From an optimization exercise on the open Yosys and OpenROAD flow, aimed at small area; shortcuts taken in it are not production practice. Only simulation tests tie the RTL to the original design; equivalence was not proved. No activity file was given, so power comes from the tool's default toggle rates.

== cedar ==
Design commit_trace_top, start of the top module:
module commit_trace_top
(
   input  logic              clk,
   input  logic              rst_n,
   input  logic [68:0]       wb_slot_1,          
   input  logic [68:0]       wb_slot_2,          
   output logic              wb_stall,
   output logic              trace_valid,
   output logic [82:0]       trace_rec,          
   input  logic              credit_return,
   input  logic [REG_AW-1:0] rf_raddr,
   output logic [DATA_W-1:0] rf_rdata
);
   localparam int PW = PC_W + REG_AW + DATA_W;   
   commit_trace_pkg::wb_slot_t s1;
   commit_trace_pkg::wb_slot_t s2;
   assign s1 = wb_slot_1;
   assign s2 = wb_slot_2;
   logic [3:0]       count;                      
   logic [2:0]       credits;                    
   logic [2:0]       rd_ptr;
   logic [2:0]       wr_ptr;
   logic [SEQ_W-1:0] head_seq;                   
   logic             pol;                        
   logic             take, pop, q1, q2;
   assign wb_stall    = (count >= 4'd7);
   assign take        = ~wb_stall;
   assign trace_valid = (count != 4'd0) & (credits != 3'd0);
   assign pop         = trace_valid;
   assign q1          = take & s1.valid & s1.rd_we;
   assign q2          = take & s2.valid & s2.rd_we;
   always_ff @(posedge clk or negedge rst_n)
   begin
      if (!rst_n)
      begin
         count    <= '0;
         credits  <= 3'd4;
         rd_ptr   <= '0;
         wr_ptr   <= '0;
         head_seq <= '0;
         pol      <= 1'b0;
      end
      else
      begin
         count    <= count + 4'(q1) + 4'(q2) - 4'(pop);
         credits  <= credits - 3'(pop) + 3'(credit_return);
         rd_ptr   <= rd_ptr + 3'(pop);
         wr_ptr   <= wr_ptr + 3'(q1) + 3'(q2);
         head_seq <= head_seq + SEQ_W'(pop);
         pol      <= ~pol;
      end
   end
   logic [31:1]   vld;                           
   logic [31:1]   rf_s1, rf_s2, rf_we, rf_rd;
   logic [7:0]    fb_s1, fb_s2, fb_we, fb_rd;
   logic [PW-1:0] p1x, p2x;
   ct_sel #(.PW(PW)) u_sel
   (
      .q1(q1), .q2(q2), .a1(s1.rd_addr), .a2(s2.rd_addr),
      .wr_ptr(wr_ptr), .rd_ptr(rd_ptr), .vld(vld), .rf_raddr(rf_raddr),
  ...
Size in the first run: ~6300 cells after synthesis, about 1600 flip-flops, about 0.063 mm² of cells after synthesis.
export LEC_CHECK = 0
export CAP_MARGIN = 20
export CORE_MARGIN = 2
export CORE_UTILIZATION = 40
export CTS_BUF_LIST = sky130_fd_sc_hd__clkbuf_16
export CTS_CLUSTER_DIAMETER = 80
export CTS_CLUSTER_SIZE = 20
export SETUP_SLACK_MARGIN = 0.3
export SLEW_MARGIN = 20
export SYNTH_HIERARCHICAL = 1
export SYNTH_MINIMUM_KEEP_SIZE = 0
create_clock -name core_clock -period 7.0 [get_ports {clk}]
run.sh (not shown) runs the stock make flow with config.mk's settings and CLKGATE_MAP_FILE= SYNTH_SCRIPT=/design/flow/synth_recipe.tcl, a recipe that flattens the netlist after the stock synthesis.
Inputs modified between cedar and yarrow:
==> flow/flow/run.sh (new file) <==
#!/bin/bash
# The standard layout, with two changes: plain buffers on the ports instead of
# the delay cells the port buffering would otherwise pick, and a clock tree
# built without dummy balancing loads.
set -e
cp standard.sh standard.sh.txt
export BUFFER_PORTS_ARGS="-buffer_cell sky130_fd_sc_hd__buf_1"
export CTS_ARGS="-sink_clustering_enable -repair_clock_nets -sink_clustering_size 14 -sink_clustering_max_diameter 60 -buf_list sky130_fd_sc_hd__clkbuf_8 -dont_use_dummy_load"
bash standard.sh > standard.log 2>&1
==> flow/standard.sh (new file) <==
#!/bin/bash
# synth_recipe.tcl (not shown) runs the flow's synth.tcl, then flattens the netlist and writes it again
# the make line also repeats each setting of config.mk as NAME=value (left out here)
make -C /OpenROAD-flow-scripts/flow DESIGN_CONFIG=/design/flow/config.mk WORK_HOME=/design/flow/orfs CLKGATE_MAP_FILE= SYNTH_SCRIPT=/design/flow/synth_recipe.tcl "${@:-finish}"
--- a/flow/config.mk
+++ b/flow/config.mk
@@ -8,8 +8,9 @@
 export CAP_MARGIN = 20
 export CORE_MARGIN = 2
-export CORE_UTILIZATION = 40
-export CTS_BUF_LIST = sky130_fd_sc_hd__clkbuf_16
-export CTS_CLUSTER_DIAMETER = 80
-export CTS_CLUSTER_SIZE = 20
+export CORE_UTILIZATION = 55
+export CTS_BUF_LIST = sky130_fd_sc_hd__clkbuf_8
+export CTS_CLUSTER_DIAMETER = 60
+export CTS_CLUSTER_SIZE = 14
+export PLACE_DENSITY = 0.75
 export SETUP_SLACK_MARGIN = 0.3
 export SLEW_MARGIN = 20
removed: flow/run.sh
[summary]
- Delta(effective utilization at floorplan, yarrow - cedar) > 0
- [diff] clock group total power, yarrow relative to cedar: improvement
- Between cedar and yarrow, the footprint of the multi-input gates figures differ only marginally.
- Taking cedar as the reference point, the routed wirelength normalized by instance count of yarrow falls by 0.78%.
- Higher post-route minimum period goes to cedar over yarrow.
- Comparing yarrow against cedar, there is no change at all in post-detailed-route DRC marker count.
- Note that the largest net degree at the start of global routing recorded for yarrow amounts to 0.815 times the value seen in cedar.
- Comparing final-layout fill cell count for cedar and yarrow, the smaller number came from yarrow.
- Diff cedar -> yarrow | non-clock buffer count | down by a few percent
- The clock network power share in yarrow was lower than what cedar gave.
## Diff of input files: fjord against yarrow
--- a/flow/config.mk
+++ b/flow/config.mk
@@ -8,9 +8,8 @@
 export CAP_MARGIN = 20
 export CORE_MARGIN = 2
-export CORE_UTILIZATION = 55
+export CORE_UTILIZATION = 40
 export CTS_BUF_LIST = sky130_fd_sc_hd__clkbuf_8
 export CTS_CLUSTER_DIAMETER = 60
 export CTS_CLUSTER_SIZE = 14
-export PLACE_DENSITY = 0.75
 export SETUP_SLACK_MARGIN = 0.3
 export SLEW_MARGIN = 20
## What came out
- Every run in the comparison, yarrow and fjord, completed the flow with a clean layout.
- fjord ended up with rf_raddr[4] as its startpoint of the worst setup timing path; yarrow ended up with rf_raddr[2].
- When fjord is set beside yarrow, its sum of buffers and inverters on the critical path turns out to be 1 smaller.
- Delta (fjord minus yarrow): met1 layer wirelength in the final routing picked up an extra 22 mm; average vias per placed instance fell about 7%; minimum clock period fell 82 ps.

---

build 21:
The RTL this note starts from:
==> flow/design.v <==
`timescale 1ns/1ps
`default_nettype none
package commit_trace_pkg;
   localparam int DATA_W = 32;                   
   localparam int REG_AW = 5;                    
   localparam int PC_W   = 30;                   
   localparam int SEQ_W  = 16;                   
   typedef struct packed
   {
      logic              valid;                  
      logic              rd_we;                  
      logic [REG_AW-1:0] rd_addr;                
      logic [DATA_W-1:0] dout;                   
      logic [PC_W-1:0]   pc;                     
   } wb_slot_t;
   typedef struct packed
   {
      logic [SEQ_W-1:0]  seq;                    
      logic [PC_W-1:0]   pc;                     
      logic [REG_AW-1:0] rd_addr;                
      logic [DATA_W-1:0] dout;                   
   } trace_rec_t;
endpackage
`default_nettype wire
`timescale 1ns/1ps
`default_nettype none
module ct_bit
(
   input  logic s1, w1,                          
   input  logic s2, w2,                          
   input  logic we,                              
   input  logic q,                               
   output logic d
);
   assign d = ~((we | q) & ~((s1 & w1) | (s2 & w2)));
endmodule
module ct_ao8
(
   input  logic [7:0] s,
   input  logic [7:0] d,
   output logic       y
);
   assign y = |(s & d);
endmodule
module ct_ao6
(
   input  logic [5:0] s,
   input  logic [5:0] d,
   output logic       y
);
   assign y = |(s & d);
endmodule
module ct_xor2
(
   input  logic a, b,
   output logic y
);
   assign y = a ^ b;
endmodule
module ct_rd31
(
   input  logic [30:0] s,                        
   input  logic [30:0] d,
   input  logic        p,
   output logic        y
);
   logic [3:0] g;
   for (genvar k = 0; k < 3; k++)
   begin : grp
      ct_ao8 u_g (.s(s[8*k +: 8]), .d(d[8*k +: 8]), .y(g[k]));
   end
   ct_ao6 u_g3 (.s(s[29:24]), .d(d[29:24]), .y(g[3]));
   assign y = ((|g) | (s[30] & d[30])) ^ p;
endmodule
module ct_rd8
(
   input  logic [7:0] s,
   input  logic [7:0] d,
   input  logic       p,
   output logic       y
);
   logic o;
   ct_ao8  u_o (.s(s), .d(d), .y(o));
   ct_xor2 u_x (.a(o), .b(p), .y(y));
endmodule
`default_nettype wire
`timescale 1ns/1ps
`default_nettype none
import commit_trace_pkg::*;
module ct_sel
#(
   parameter int PW = 67
)
(
   input  logic              q1,                 
   input  logic              q2,                 
   input  logic [REG_AW-1:0] a1,                 
   input  logic [REG_AW-1:0] a2,                 
   input  logic [2:0]        wr_ptr,             
   input  logic [2:0]        rd_ptr,             
   input  logic [31:1]       vld,                
   input  logic [REG_AW-1:0] rf_raddr,
   input  logic              pol,                
   input  logic [PW-1:0]     p1,                 
   input  logic [PW-1:0]     p2,                 
   output logic [PW-1:0]     p1x,                
   output logic [PW-1:0]     p2x,
   output logic [31:1]       rf_s1,              
   output logic [31:1]       rf_s2,              
   output logic [31:1]       rf_we,              
   output logic [7:0]        fb_s1,              
   output logic [7:0]        fb_s2,              
   output logic [7:0]        fb_we,              
   output logic [7:0]        fb_rd,              
   output logic [31:1]       rf_rd               
);
   assign p1x = p1 ^ {PW{~pol}};
   assign p2x = p2 ^ {PW{~pol}};
   logic [2:0] wr_ptr_b;
   assign wr_ptr_b = wr_ptr + 3'(q1);            
   always_comb
   begin
      for (int i = 1; i < 32; i++)
      begin
         logic w1, w2;
         w1 = q1 & (a1 == 5'(i));
         w2 = q2 & (a2 == 5'(i));
         rf_s2[i] = w2;                          
         rf_s1[i] = w1 & ~w2;
         rf_we[i] = w1 | w2;
         rf_rd[i] = vld[i] & (rf_raddr == 5'(i));
      end
      for (int j = 0; j < 8; j++)
      begin
         fb_s1[j] = q1 & (wr_ptr == 3'(j));
         fb_s2[j] = q2 & (wr_ptr_b == 3'(j));
         fb_we[j] = fb_s1[j] | fb_s2[j];
         fb_rd[j] = (rd_ptr == 3'(j));
      end
   end
endmodule
`default_nettype wire
`timescale 1ns/1ps
`default_nettype none
import commit_trace_pkg::*;
module commit_trace_top
(
   input  logic              clk,
   input  logic              rst_n,
   input  logic [68:0]       wb_slot_1,          
   input  logic [68:0]       wb_slot_2,          
   output logic              wb_stall,
   output logic              trace_valid,
   output logic [82:0]       trace_rec,          
   input  logic              credit_return,
   input  logic [REG_AW-1:0] rf_raddr,
   output logic [DATA_W-1:0] rf_rdata
);
   localparam int PW = PC_W + REG_AW + DATA_W;   
   commit_trace_pkg::wb_slot_t s1;
   commit_trace_pkg::wb_slot_t s2;
   assign s1 = wb_slot_1;
   assign s2 = wb_slot_2;
   logic [3:0]       count;                      
   logic [2:0]       credits;                    
   logic [2:0]       rd_ptr;
   logic [2:0]       wr_ptr;
   logic [SEQ_W-1:0] head_seq;                   
   logic             pol;                        
   logic             take, pop, q1, q2;
   assign wb_stall    = (count >= 4'd7);
   assign take        = ~wb_stall;
   assign trace_valid = (count != 4'd0) & (credits != 3'd0);
   assign pop         = trace_valid;
   assign q1          = take & s1.valid & s1.rd_we;
   assign q2          = take & s2.valid & s2.rd_we;
   always_ff @(posedge clk or negedge rst_n)
   begin
      if (!rst_n)
      begin
         count    <= '0;
         credits  <= 3'd4;
         rd_ptr   <= '0;
         wr_ptr   <= '0;
         head_seq <= '0;
         pol      <= 1'b0;
      end
      else
      begin
         count    <= count + 4'(q1) + 4'(q2) - 4'(pop);
         credits  <= credits - 3'(pop) + 3'(credit_return);
         rd_ptr   <= rd_ptr + 3'(pop);
         wr_ptr   <= wr_ptr + 3'(q1) + 3'(q2);
         head_seq <= head_seq + SEQ_W'(pop);
         pol      <= ~pol;
      end
   end
   logic [31:1]   vld;                           
   logic [31:1]   rf_s1, rf_s2, rf_we, rf_rd;
   logic [7:0]    fb_s1, fb_s2, fb_we, fb_rd;
   logic [PW-1:0] p1x, p2x;
   ct_sel #(.PW(PW)) u_sel
   (
      .q1(q1), .q2(q2), .a1(s1.rd_addr), .a2(s2.rd_addr),
      .wr_ptr(wr_ptr), .rd_ptr(rd_ptr), .vld(vld), .rf_raddr(rf_raddr),
      .pol(pol), .p1({s1.pc, s1.rd_addr, s1.dout}), .p2({s2.pc, s2.rd_addr, s2.dout}),
      .p1x(p1x), .p2x(p2x),
      .rf_s1(rf_s1), .rf_s2(rf_s2), .rf_we(rf_we),
      .fb_s1(fb_s1), .fb_s2(fb_s2), .fb_we(fb_we), .fb_rd(fb_rd), .rf_rd(rf_rd)
   );
   logic [PW-1:0] mem [8];
   logic [PW-1:0] fb_d [8];
   for (genvar j = 0; j < 8; j++)
   begin : fb_bit
      for (genvar b = 0; b < PW; b++)
      begin : b_
         ct_bit u_bit (.s1(fb_s1[j]), .w1(p1x[b]), .s2(fb_s2[j]), .w2(p2x[b]), .we(fb_we[j]),
                       .q(mem[j][b]), .d(fb_d[j][b]));
      end
   end
   always_ff @(posedge clk)
   begin
      for (int j = 0; j < 8; j++)
         mem[j] <= fb_d[j];
   end
   for (genvar b = 0; b < PW; b++)
   begin : rd_fb
      logic [7:0] col;
      for (genvar j = 0; j < 8; j++)
      begin : e
         assign col[j] = mem[j][b];
      end
      ct_rd8 u_rd (.s(fb_rd), .d(col), .p(pol), .y(trace_rec[b]));
   end
   assign trace_rec[82:PW] = head_seq;
   logic [DATA_W-1:0] regs [1:31];
   always_ff @(posedge clk or negedge rst_n)
   begin
      if (!rst_n)
         vld <= '0;
      else
         vld <= vld | rf_s1 | rf_s2;
   end
   logic [DATA_W-1:0] rf_d [1:31];
   for (genvar i = 1; i < 32; i++)
   begin : rf_bit
      for (genvar b = 0; b < DATA_W; b++)
      begin : b_
         ct_bit u_bit (.s1(rf_s1[i]), .w1(p1x[b]), .s2(rf_s2[i]), .w2(p2x[b]), .we(rf_we[i]),
                       .q(regs[i][b]), .d(rf_d[i][b]));
      end
   end
   always_ff @(posedge clk)
   begin
      for (int i = 1; i < 32; i++)
         regs[i] <= rf_d[i];
   end
   logic rd_pol;
   assign rd_pol = pol & (|rf_rd);
   for (genvar b = 0; b < DATA_W; b++)
   begin : rd_rf
      logic [30:0] col;
      for (genvar i = 1; i < 32; i++)
      begin : r
         assign col[i-1] = regs[i][b];
      end
      ct_rd31 u_rd (.s(rf_rd), .d(col), .p(rd_pol), .y(rf_rdata[b]));
   end
endmodule
`default_nettype wire
Settings: LEC_CHECK=0, CAP_MARGIN=20, CORE_MARGIN=2, CORE_UTILIZATION=55, CTS_BUF_LIST=sky130_fd_sc_hd__clkbuf_8, CTS_CLUSTER_DIAMETER=60, CTS_CLUSTER_SIZE=14, PLACE_DENSITY=0.75, SETUP_SLACK_MARGIN=0.3, SLEW_MARGIN=20, SYNTH_HIERARCHICAL=1, SYNTH_MINIMUM_KEEP_SIZE=0; clock period 7.0 ns.
Stock flow here: none of the scripts above is used.
Build 21 was carried through to the last stage, and its layout satisfied the timing, design-rule and antenna checks.
Inputs modified between build 21 and build 54:
Settings: swapping 14 for 20 in CTS_CLUSTER_SIZE; swapping 55 for 40 in CORE_UTILIZATION; swapping 60 for 80 in CTS_CLUSTER_DIAMETER; swapping sky130_fd_sc_hd__clkbuf_8 for sky130_fd_sc_hd__clkbuf_16 in CTS_BUF_LIST; clearing PLACE_DENSITY, which used to be 0.75.
==> flow/flow/run.sh (new file) <==
#!/bin/bash
# The standard layout, with plain buffers on the ports instead of the delay
# cells the port buffering would otherwise pick.
set -e
cp standard.sh standard.sh.txt
export BUFFER_PORTS_ARGS="-buffer_cell sky130_fd_sc_hd__buf_1"
bash standard.sh > standard.log 2>&1
==> flow/standard.sh (new file) <==
#!/bin/bash
# synth_recipe.tcl (not shown) runs the flow's synth.tcl, then flattens the netlist and writes it again
# the make line also repeats each setting of config.mk as NAME=value (left out here)
make -C /OpenROAD-flow-scripts/flow DESIGN_CONFIG=/design/flow/config.mk WORK_HOME=/design/flow/orfs CLKGATE_MAP_FILE= SYNTH_SCRIPT=/design/flow/synth_recipe.tcl "${@:-finish}"
removed: flow/run.sh
Notes after the runs:
- Layout buffering overhead excluding clock cells: build 21 and build 54 compared, higher one is build 21
- Build 54 -> build 21: final area flat
- Sort build 21 and build 54 by area added between synthesis and finish asc -> top: build 21
- When build 54 is set beside build 21, its global-route usage turns out to be 8.9 points smaller.
- Changes observed in build 54 relative to build 21: final worst-path setup slack picked up an extra 550 ps, net switching power of the design picked up an extra about 6%, combinational group share of total power lost 3.6 points.

re-timing with driven ports:
No port has a modelled driver above. Below, the same layouts with a new extraction and two added sets of constraints. Step 1 (the two cells are an assumption about what drives the block):
set clk [get_ports {clk}]
set_driving_cell -lib_cell sky130_fd_sc_hd__clkbuf_16 $clk
set_driving_cell -lib_cell sky130_fd_sc_hd__buf_2 [delete_from_list [all_inputs] $clk]
Step 2 adds t to the input delays and takes it off the output delays; t is the mean of the earliest and latest rising clock arrival at the registers after step 1. Input paths then give back, and output paths get back, about the clock's delay inside the block. Three values: ideal, step 1, step 2; two values: the first two.
run	shift t [ns]	setup WS [ns]	hold WS [ns]	worst register clock-pin slew, ns	worst data-port slew with drivers (ns)
cedar	0.835	0.270 / 0.134 / 0.134	0.442 / 0.442 / 0.442	0.09 / 0.09	0.19
yarrow	0.924	0.703 / 0.583 / 0.583	0.441 / 0.441 / 0.441	0.10 / 0.10	0.14
fjord	0.969	0.784 / 0.685 / 0.685	0.441 / 0.441 / 0.441	0.10 / 0.10	0.19
build 21	0.965	0.237 / 0.067 / 0.067	0.439 / 0.439 / 0.439	0.12 / 0.12	0.17
build 54	0.842	0.787 / 0.702 / 0.702	0.442 / 0.442 / 0.442	0.09 / 0.09	0.22
After both steps every run listed still meets setup and hold. For build 21, which loses most, drivers alone change the setup slack by -0.170 ns; drivers and shift together by -0.170 ns.
